This design comes from an exercise in tuning for small area, a short achievable clock period and few clock cycles on the open sky130 flow, not from production work.
RTL that was checked went through simulation tests only; none was proved equivalent to the original.

## usb_audio_unpack_volume
module usb_audio_unpack_volume (
  input  wire logic               clk,
  input  wire logic               rst_n,
  input  wire logic               in_valid,
  output logic                    in_stall,
  input  wire logic [7:0]         in_data_byte,
  input  wire logic               in_last_byte,
  output logic                    out_valid,
  input  wire logic               out_stall,
  output logic signed [31:0]      out_left_sample,
  output logic signed [31:0]      out_right_sample,
  output logic                    out_last_frame,
  input  wire logic               cfg_wr_en,
  input  wire logic [1:0]         cfg_index,
  input  wire logic [15:0]        cfg_data
);
  logic             in_stall_r;
  logic             emit;
  logic             emit_here;
  logic             e_acc, l_acc, e_no, l_no;
  logic             free_ahead;
  logic             held_free_ahead;
  logic             accept;
  logic [31:0]      frm_left;
  logic [31:0]      frm_right;
  logic             frm_last;
  logic [1:0]       frm_res_l;
  logic [1:0]       frm_res_r;
  logic [6:0]       idx_l;
  logic [6:0]       idx_r;
  always_ff @(posedge clk) begin
    if (!rst_n) begin
  ...
export LEC_CHECK = 0
export CAP_MARGIN = 20
export CORE_MARGIN = 2
export CORE_UTILIZATION = 40
export CTS_BUF_LIST = sky130_fd_sc_hd__clkbuf_8
export CTS_CLUSTER_SIZE = 30
export SETUP_SLACK_MARGIN = 5
export SLEW_MARGIN = 20
create_clock -name core_clock -period 10.0 [get_ports {clk}]
standard.sh (not shown) runs the stock make flow with config.mk's settings and CLKGATE_MAP_FILE= SYNTH_SCRIPT=/design/flow/synth_recipe.tcl, a recipe that flattens the netlist after the stock synthesis.
==> flow/flow/run.sh <==
#!/bin/bash
set -euo pipefail
bash standard.sh SETUP_SLACK_MARGIN=6.5 "BUFFER_PORTS_ARGS=-buffer_cell sky130_fd_sc_hd__buf_1" finish > standard_make.log 2>&1
Edit:
--- a/flow/design.v
+++ b/flow/design.v
@@ -828,13 +828,15 @@
   logic                  full_r, full_nxt;
   logic                  first_r;               
   logic [2:0]            rem_l_r;               
   logic [2:0]            rem_r_r;
   logic [1:0]            pos_l_r;               
   logic [8:0]            top_l_r;               
-  logic [31:0]           buf_r_r;
+  logic [31:0]           buf_r_r;               
+  logic [1:0]            pos_r_r;               
+  logic [8:0]            top_r_r;               
   logic [6:0]            idx_r_r;               
   uavol_pkg::gain_t      gain_r;                
   logic [11:0]           dig_r;                 
   logic                  last_r;
   logic                  out_valid_r, out_valid_nxt;
   logic [31:0]           out_left_r;
@@ -889,21 +891,22 @@
   assign result = sum_r[36:0] + car_r[36:0] + {30'd0, n3_r, 6'd0};
   logic last_pos;     
   logic boundary;     
   logic freeze;       
   logic pend_last_r;  
   logic        b_occ_r;
-  logic [31:0] b_right_r;
   logic [8:0]  b_byte0_r, b_top_r;
   logic [6:0]  b_idx_l_r, b_idx_r_r;
   logic        b_last_r;
   logic [1:0]  b_res_l_r, b_res_r_r;
   logic        cur_free;     
   logic        cur_load;     
   logic        b_write;      
-  logic [31:0] src_right;
+  logic [8:0]  src_top_r;
+  logic [1:0]  top_r_res;
+  logic [31:0] top_r_from;
   logic [8:0]  src_byte0, src_top;
   logic [6:0]  src_idx_r;
   logic        src_last;
   logic [1:0]  src_res_l, src_res_r;
   logic [8:0]  new_top;
   assign last_pos = rem_l_r == 3'd0 && rem_r_r == 3'd1;
@@ -921,13 +924,19 @@
   always_comb begin
     case (frm_res_l)
       2'd0:    new_top = frm_left[15:7];
       2'd1:    new_top = frm_left[23:15];
       default: new_top = frm_left[31:23];
     endcase
-    src_right = b_occ_r ? b_right_r : frm_right;
+    top_r_from = b_occ_r ? buf_r_r : frm_right;
+    top_r_res  = b_occ_r ? b_res_r_r : frm_res_r;
+    case (top_r_res)
+      2'd0:    src_top_r = top_r_from[15:7];
+      2'd1:    src_top_r = top_r_from[23:15];
+      default: src_top_r = top_r_from[31:23];
+    endcase
     src_byte0 = b_occ_r ? b_byte0_r : {frm_left[7:0], 1'b0};
     src_top   = b_occ_r ? b_top_r   : new_top;
     src_idx_r = b_occ_r ? b_idx_r_r : idx_r;
     src_last  = b_occ_r ? b_last_r  : frm_last;
     src_res_l = b_occ_r ? b_res_l_r : frm_res_l;
     src_res_r = b_occ_r ? b_res_r_r : frm_res_r;
@@ -950,13 +959,14 @@
       rl_a   = step_l ? rem_l_r - 3'd1 : rem_l_r;
       rr_a   = step_r ? rem_r_r - 3'd1 : rem_r_r;
     end
     pl_a   = freeze ? pend_l_r : switch;
     pr_a   = freeze ? pend_r_r : done;
     sure   = !((pl_a || pr_a) && out_valid_nxt);
-    free_ahead      = !b_a || (full_a && rl_a == 3'd0 && rr_a == 3'd1 && sure);
+    free_ahead      = !b_a && (!full_a || rl_a == 3'd0 && (rr_a <= 3'd2 || rr_a == 3'd3 && sure) ||
+                               rl_a == 3'd1 && rr_a == 3'd2 && sure);
     held_free_ahead = (!full_a || rl_a <= 3'd2 || (rl_a == 3'd3 && sure)) &&
                       !(b_a && b_res_l_r != 2'd0);
   end
   always_comb begin
     left_window = pos_l_r[1] ? frm_left[23:15] : frm_left[15:7];
   end
@@ -981,35 +991,37 @@
     end
   end
   always_ff @(posedge clk) begin
     if (cur_load || step_l) rem_l_r <= boundary ? {1'b0, src_res_l} + 3'd2 : rem_l_r - 3'd1;
     if (cur_load || step_r) rem_r_r <= boundary ? {1'b0, src_res_r} + 3'd2 : rem_r_r - 3'd1;
     if (cur_load || step_l) pos_l_r <= boundary ? 2'd1 : pos_l_r + 2'd1;
-    if (cur_load || step_r) buf_r_r <= boundary ? src_right : {8'd0, buf_r_r[31:8]};
+    if (load) buf_r_r <= frm_right;
+    if (switch || step_r) pos_r_r <= switch ? 2'd1 : pos_r_r + 2'd1;
     if (cur_load) begin
       idx_r_r <= src_idx_r;
       last_r  <= src_last;
       top_l_r <= src_top;
+      top_r_r <= src_top_r;
     end
     if (b_write) begin
-      b_right_r <= frm_right;
       b_byte0_r <= {frm_left[7:0], 1'b0};
       b_top_r   <= new_top;
       b_idx_l_r <= idx_l;
       b_idx_r_r <= idx_r;
       b_last_r  <= frm_last;
       b_res_l_r <= frm_res_l;
       b_res_r_r <= frm_res_r;
     end
     if (!full_r || !freeze && (rem_l_r == 3'd1 || last_pos)) gain_r <= rom_gain;
     if (cur_load || step) begin
       if (boundary)              dig_r <= booth4(src_byte0);
       else if (rem_l_r == 3'd1)  dig_r <= booth4({buf_r_r[7:0], 1'b0});
+      else if (rem_l_r == 3'd0 && rem_r_r == 3'd2) dig_r <= booth4(top_r_r);
       else if (rem_l_r == 3'd2)  dig_r <= booth4(top_l_r);
       else if (rem_l_r != 3'd0)  dig_r <= booth4(left_window);
-      else                       dig_r <= booth4(buf_r_r[15:7]);
+      else                       dig_r <= booth4(pos_r_r[1] ? buf_r_r[23:15] : buf_r_r[15:7]);
       first_r <= boundary || rem_l_r == 3'd1;
     end
     if (step) begin
       {sum_r, car_r} <= mac(sum_r, car_r, n3_r, first_r, dig_r, gain_r);
       n3_r           <= dig_r[11];
     end
Die area went down by 2.9%.
Global-route usage came out higher by 1.2 points.
Worst hold slack improves by 0.028 ns.
Worst setup slack degrades by 0.021 ns.
Synthesized area fell by 3.0%.
Final area goes down by 2.0%.
Routed wire length climbs by 2.9%.
Testbench counts after the change, summed over its fixed seeds: cycles 19,044.
Only the layout flow was run in the first run of this note; the RTL was not checked for function there.

## static timing again, ports no longer ideal
The flow's constraints put no driver on any port. The routed layouts listed below were extracted and timed again, unchanged, in two steps.
Step 1, drivers: a clkbuf_16 drives clk and a buf_2 each remaining input, both assumed.
Step 2 moves the port delays by t, midway between the first and last clock arrival at a register: inputs arrive t later, outputs are due t later. That takes back most of the time a late clock gives input paths.
Slacks: no drivers / after step 1 / after step 2; pairs: no drivers / after step 1.
| run | t, ns | slack for setup (ns) | clock arrival spread, ns | worst data-port slew with drivers (ns) | cell pins on the clock port's net |
|---|---|---|---|---|---|
| the first run | 0.730 | 6.598 / 6.598 / 6.044 | 0.053 / 0.052 | 0.07 | 1 |
| the second run | 0.714 | 6.577 / 6.577 / 5.933 | 0.058 / 0.058 | 0.07 | 1 |
After both steps every run listed still meets setup and hold. The setup slack of the second run, which loses most, moves by 0.000 ns with the drivers and by -0.644 ns with both steps.
